From an optimization exercise on the open Yosys and OpenROAD flow, aimed at small area, a short achievable clock period and few clock cycles; shortcuts taken in it are not production practice.
In this exercise RTL edits were held to simulation tests only and were not proved equivalent to the original.
No activity file was given, so power comes from the tool's default toggle rates.

==> inputs of run G <==
Design character_frequency_count_top, start of the top module:
module character_frequency_count_top
#(
   parameter int ALPHABET_SIZE = 128,
   parameter int COUNT_BITS    = 16
) (
   input  wire logic                   clock,
   input  wire logic                   reset,
   input  wire logic                   start,
   output logic                        busy,
   input  wire logic                   req_op,
   input  wire logic [cfc_pkg::SYMBOL_BITS-1:0] req_symbol,
   output logic                        rsp_strobe,
   output logic                        rsp_found,
   output logic [cfc_pkg::SYMBOL_BITS-1:0]      rsp_char_code,
   output logic [cfc_pkg::OCC_BITS-1:0]         rsp_occurrences,
   output logic                        rsp_last_entry
);
make LEC_CHECK=0 ABC_CLOCK_PERIOD_IN_PS=2500 CAP_MARGIN=20 CORE_MARGIN=2 CORE_UTILIZATION=55 CTS_CLUSTER_DIAMETER=60 CTS_CLUSTER_SIZE=30 PLACE_DENSITY=0.7 SETUP_SLACK_MARGIN=2.5 SLEW_MARGIN=20 finish   # period 5.5 ns
run.sh (not shown) runs the stock make flow with config.mk's settings and CLKGATE_MAP_FILE= SYNTH_SCRIPT=/design/flow/synth_recipe.tcl, a recipe that flattens the netlist after the stock synthesis.
==> run F: changes against run G <==
--- a/flow/design.v
+++ b/flow/design.v
@@ -28,11 +28,11 @@
    input  wire logic                   start,
    input  wire logic                   req_op,
    input  wire logic [cfc_pkg::SYMBOL_BITS-1:0] req_symbol,
    output logic                        s2_cnt,
    output logic                        s2_fet,
-   output logic                        s2_gate,
+   output logic                        s2_clr,
    output logic                        s2_found,
    output logic                        s2_last,
    output logic [cfc_pkg::SYMBOL_BITS-1:0]      s2_code
 );
    localparam int N  = 128;
@@ -55,33 +55,29 @@
       end
       for (int k = 0; k < 16; k++) begin
          s1_lo[k] <= (req_symbol[3:0] == 4'(k));
       end
    end
-   logic [N-1:0]  valid_ff;
    logic [N-1:0]  rem_ff;
    logic          cur_act_ff;
    logic [SB-1:0] cur_h_ff;
    logic [SB:0]   rcnt_ff;
-   logic [SB:0]   vcnt_ff;
-   logic          rf_ff, rm_ff, vf_ff, vm_ff;
+   logic          rf_ff, rm_ff;
    logic          cnt;
    logic          fet;
    logic [N-1:0]  dec;
    logic          behind;
-   logic          v_hit;
    logic          r_hit;
    logic          r_add;
    always_comb begin
       cnt = s1_v && (s1_op == cfc_pkg::CMD_COUNT) &&
             (s1_sym != '0) && (s1_sym != cfc_pkg::QUOTE_CODE);
       fet = s1_v && (s1_op == cfc_pkg::CMD_FETCH);
       for (int i = 0; i < N; i++) begin
          dec[i] = s1_hi[i / 16] && s1_lo[i % 16];
       end
       behind = cur_act_ff && (s1_sym <= cur_h_ff);
-      v_hit  = |(valid_ff & dec);
       r_hit  = |(rem_ff & dec);
       r_add  = !behind && !r_hit;
    end
    logic [N-1:0]      t_any [8];
    logic [N*SB-1:0]   t_idx [8];
@@ -122,75 +118,53 @@
    logic          found;
    logic          more;
    logic          three;
    logic [SB-1:0] hit;
    logic [SB:0]   rcnt_p1;
-   logic [SB:0]   vcnt_p1;
+   assign found   = rf_ff;
+   assign more    = rm_ff;
+   assign three   = (rcnt_ff >= (SB+1)'(3));
+   assign hit     = found ? t_idx[7][SB-1:0] : '0;
    assign rcnt_p1 = rcnt_ff + (SB+1)'(1);
-   assign vcnt_p1 = vcnt_ff + (SB+1)'(1);
-   assign found = rf_ff;
-   assign more  = rm_ff;
-   assign three = (rcnt_ff >= (SB+1)'(3));
-   assign hit   = found ? t_idx[7][SB-1:0] : '0;
    always_ff @(posedge clock) begin
       if (reset) begin
-         valid_ff   <= '0;
          rem_ff     <= '0;
          cur_act_ff <= 1'b0;
          rcnt_ff    <= '0;
-         vcnt_ff    <= '0;
          rf_ff      <= 1'b0;
          rm_ff      <= 1'b0;
-         vf_ff      <= 1'b0;
-         vm_ff      <= 1'b0;
          s2_cnt     <= 1'b0;
          s2_fet     <= 1'b0;
+         s2_clr     <= 1'b0;
       end else begin
          s2_cnt <= cnt;
          s2_fet <= fet;
+         s2_clr <= fet && found && !more;
          if (fet) begin
             cur_act_ff <= found && more;
-            if (!found) begin
-               rem_ff  <= valid_ff;
-               rcnt_ff <= vcnt_ff;
-               rf_ff   <= vf_ff;
-               rm_ff   <= vm_ff;
-            end else if (more) begin
+            if (found && more) begin
                rem_ff  <= rem_next;
                rcnt_ff <= rcnt_ff - (SB+1)'(1);
                rm_ff   <= three;
-            end else begin
-               rem_ff   <= '0;
-               valid_ff <= '0;
-               rcnt_ff  <= '0;
-               vcnt_ff  <= '0;
-               rf_ff    <= 1'b0;
-               vf_ff    <= 1'b0;
-               vm_ff    <= 1'b0;
-            end
-         end else if (cnt) begin
-            valid_ff <= valid_ff | dec;
-            vf_ff    <= 1'b1;
-            vm_ff    <= vm_ff || (vf_ff && !v_hit);
-            if (!v_hit) begin
-               vcnt_ff <= vcnt_p1;
+            end else if (found) begin
+               rem_ff  <= '0;
+               rcnt_ff <= '0;
+               rf_ff   <= 1'b0;
             end
-            if (!behind) begin
-               rem_ff <= rem_ff | dec;
-               rf_ff  <= 1'b1;
-               rm_ff  <= rm_ff || (rf_ff && r_add);
-               if (r_add) begin
-                  rcnt_ff <= rcnt_p1;
-               end
+         end else if (cnt && !behind) begin
+            rem_ff <= rem_ff | dec;
+            rf_ff  <= 1'b1;
+            rm_ff  <= rm_ff || (rf_ff && r_add);
+            if (r_add) begin
+               rcnt_ff <= rcnt_p1;
             end
          end
       end
       if (fet) begin
          cur_h_ff <= hit;
       end
       s2_code  <= fet ? hit : s1_sym;
-      s2_gate  <= fet ? found : v_hit;
       s2_found <= found;
       s2_last  <= found && !more;
    end
 endmodule
 `default_nettype wire
@@ -202,11 +176,11 @@
 ) (
    input  wire logic                   clock,
    input  wire logic                   reset,
    input  wire logic                   s2_cnt,
    input  wire logic                   s2_fet,
-   input  wire logic                   s2_gate,
+   input  wire logic                   s2_clr,
    input  wire logic                   s2_found,
    input  wire logic                   s2_last,
    input  wire logic [cfc_pkg::SYMBOL_BITS-1:0] s2_code,
    output logic                        rsp_strobe,
    output logic                        rsp_found,
@@ -235,50 +209,55 @@
             end
          end
       end
    end
    logic [G*CB-1:0] s3_part;
-   logic            s3_cnt, s3_fet, s3_gate, s3_found, s3_last;
+   logic            s3_cnt, s3_fet, s3_clr, s3_found, s3_last;
    logic [SB-1:0]   s3_code;
-   logic            s4_cnt;
+   logic            s4_cnt, s4_clr;
    logic [SB-1:0]   s4_code;
    logic [CB-1:0]   s4_val;
    logic [CB-1:0]   s4_inc;
-   logic            s5_cnt;
+   logic            s5_cnt, s5_clr;
    logic [SB-1:0]   s5_code;
    logic [7:0]      s5_hi;      
    logic [15:0]     s5_lo;      
    logic [CB-1:0]   s5_wd;
-   logic            s6_cnt;
+   logic            s6_cnt, s6_clr;
    logic [SB-1:0]   s6_code;
    logic [CB-1:0]   s6_wd;
    logic [CB-1:0]   rd;
    logic [CB-1:0]   val;
    always_comb begin
       rd = '0;
       for (int g = 0; g < G; g++) begin
          rd = rd | ({CB{s3_code[6:5] == 2'(g)}} & s3_part[g*CB +: CB]);
       end
       s4_inc = (s4_val == '1) ? s4_val : s4_val + CB'(1);
-      if (!s3_gate) begin
-         val = '0;
-      end else if (s4_cnt && (s4_code == s3_code)) begin
+      if (s4_cnt && (s4_code == s3_code)) begin
          val = s4_inc;
+      end else if (s4_clr) begin
+         val = '0;
       end else if (s5_cnt && (s5_code == s3_code)) begin
          val = s5_wd;
+      end else if (s5_clr) begin
+         val = '0;
       end else if (s6_cnt && (s6_code == s3_code)) begin
          val = s6_wd;
+      end else if (s6_clr) begin
+         val = '0;
       end else begin
          val = rd;
       end
    end
+   logic            s5_wipe;
    for (genvar i = 0; i < N; i++) begin : g_entry
       if (i == 0 || i == 34) begin : g_none
          assign store[i*CB +: CB] = '0;
       end else begin : g_word
          always_ff @(posedge clock) begin
-            if (s5_hi[i / 16] && s5_lo[i % 16]) begin
+            if (s5_wipe || (s5_hi[i / 16] && s5_lo[i % 16])) begin
                store[i*CB +: CB] <= s5_wd;
             end
          end
       end
    end
@@ -287,24 +266,31 @@
    logic [CB-1:0]   o_occ;
    always_ff @(posedge clock) begin
       if (reset) begin
          s3_cnt   <= 1'b0;
          s3_fet   <= 1'b0;
+         s3_clr   <= 1'b0;
          s4_cnt   <= 1'b0;
+         s4_clr   <= 1'b0;
          s5_cnt   <= 1'b0;
+         s5_clr   <= 1'b0;
          s6_cnt   <= 1'b0;
+         s6_clr   <= 1'b0;
          o_strobe <= 1'b0;
       end else begin
          s3_cnt   <= s2_cnt;
          s3_fet   <= s2_fet;
+         s3_clr   <= s2_clr;
          s4_cnt   <= s3_cnt;
+         s4_clr   <= s3_clr;
          s5_cnt   <= s4_cnt;
+         s5_clr   <= s4_clr;
          s6_cnt   <= s5_cnt;
+         s6_clr   <= s5_clr;
          o_strobe <= s3_fet;
       end
       s3_part  <= part;
-      s3_gate  <= s2_gate;
       s3_found <= s2_found;
       s3_last  <= s2_last;
       s3_code  <= s2_code;
       s4_code  <= s3_code;
       s4_val   <= val;
@@ -313,11 +299,12 @@
          s5_hi[k] <= s4_cnt && (s4_code[6:4] == 3'(k));
       end
       for (int k = 0; k < 16; k++) begin
          s5_lo[k] <= (s4_code[3:0] == 4'(k));
       end
-      s5_wd    <= s4_inc;
+      s5_wipe  <= reset || s4_clr;
+      s5_wd    <= (reset || s4_clr) ? '0 : s4_inc;
       s6_code  <= s5_code;
       s6_wd    <= s5_wd;
       if (s3_fet) begin
          o_found <= s3_found;
          o_last  <= s3_last;
@@ -350,11 +337,11 @@
    output logic [cfc_pkg::OCC_BITS-1:0]         rsp_occurrences,
    output logic                        rsp_last_entry
 );
    logic                            s2_cnt;
    logic                            s2_fet;
-   logic                            s2_gate;
+   logic                            s2_clr;
    logic                            s2_found;
    logic                            s2_last;
    logic [cfc_pkg::SYMBOL_BITS-1:0] s2_code;
    assign busy = 1'b0;
    cfc_front #(
@@ -365,11 +352,11 @@
       .start      (start),
       .req_op     (req_op),
       .req_symbol (req_symbol),
       .s2_cnt     (s2_cnt),
       .s2_fet     (s2_fet),
-      .s2_gate    (s2_gate),
+      .s2_clr    (s2_clr),
       .s2_found   (s2_found),
       .s2_last    (s2_last),
       .s2_code    (s2_code)
    );
    cfc_back #(
@@ -378,11 +365,11 @@
    ) u_back (
       .clock           (clock),
       .reset           (reset),
       .s2_cnt          (s2_cnt),
       .s2_fet          (s2_fet),
-      .s2_gate         (s2_gate),
+      .s2_clr         (s2_clr),
       .s2_found        (s2_found),
       .s2_last         (s2_last),
       .s2_code         (s2_code),
       .rsp_strobe      (rsp_strobe),
       .rsp_found       (rsp_found),
==> comparison table <==
Status: run G finished clean; run F finished clean
Num tapcells: run G 2,310; run F 2,160
Storage element area: run G 0.0715 mm^2; run F 0.0688 mm^2
Power in combinational cells: run G 1.75 mW; run F 2.59 mW
Average cell area after synthesis: run G 15.1 um^2; run F 16.1 um^2
Last element of the critical path: run G u_front.rcnt_ff[1]$_SDFFE_PP0P_; run F u_back.s3_part[58]$_DFF_P_
FF+latch count, synth: run G 2,543; run F 2,409
Synth Area in Compound Gates: run G 14.6%; run F 14.0%
Vias post-DR: run G 64,500; run F 56,900
GRT met3 Usage: run G 10.9%; run F 10.7%
Portion of netlist area occupied by mux cells: run G 0.701%; run F 0.491%
Clk slew on worst S/H paths: run G 0.11 ns; run F 0.09 ns
Area of the placeable core: run G 0.172 mm^2; run F 0.160 mm^2
Post-CTS setup buffer count: run G 20; run F 14
Wire length of the first global-routing pass: run G 450 mm; run F 400 mm
Pin count of the biggest net entering global routing: run G 104; run F 120
Fill cells: run G 12,700; run F 11,500
Slew at the pin closest to its max-slew limit: run G 1.20 ns; run F 1.27 ns
Design Power: run G 36.0 mW; run F 39.1 mW
Testbench counts of run G, summed over its fixed seeds: cycles 73,554.
Testbench counts of run F, summed over its fixed seeds: cycles 73,554.

[port drivers added, routing unchanged]
Ports are ideal in the flow. The routed layouts listed here were re-timed in OpenROAD. Step 1 (the two cells are an assumption about what drives the block):
set clk [get_ports {clock}]
set_driving_cell -lib_cell sky130_fd_sc_hd__clkbuf_16 $clk
set_driving_cell -lib_cell sky130_fd_sc_hd__buf_2 [delete_from_list [all_inputs] $clk]
Step 2 moves the port delays by t, midway between the first and last clock arrival at a register: inputs arrive t later, outputs are due t later. That takes back most of the time a late clock gives input paths. Three values: no drivers, after step 1, after step 2; two values: the first two.
| run | t (ns) | setup slack, ns | hold WS [ns] | worst setup path after step 2 | latest minus earliest clock arrival (ns) |
|---|---|---|---|---|---|
| run G | 0.925 | 2.410 / 2.410 / 2.110 | 0.331 / 0.331 / 0.331 | input to register | 0.060 / 0.060 |
| run F | 0.887 | 2.505 / 2.505 / 2.495 | 0.337 / 0.337 / 0.337 | input to register | 0.058 / 0.059 |
After both steps every run listed still meets setup and hold. The setup slack of run G, which loses most, moves by 0.000 ns with the drivers and by -0.300 ns with both steps.
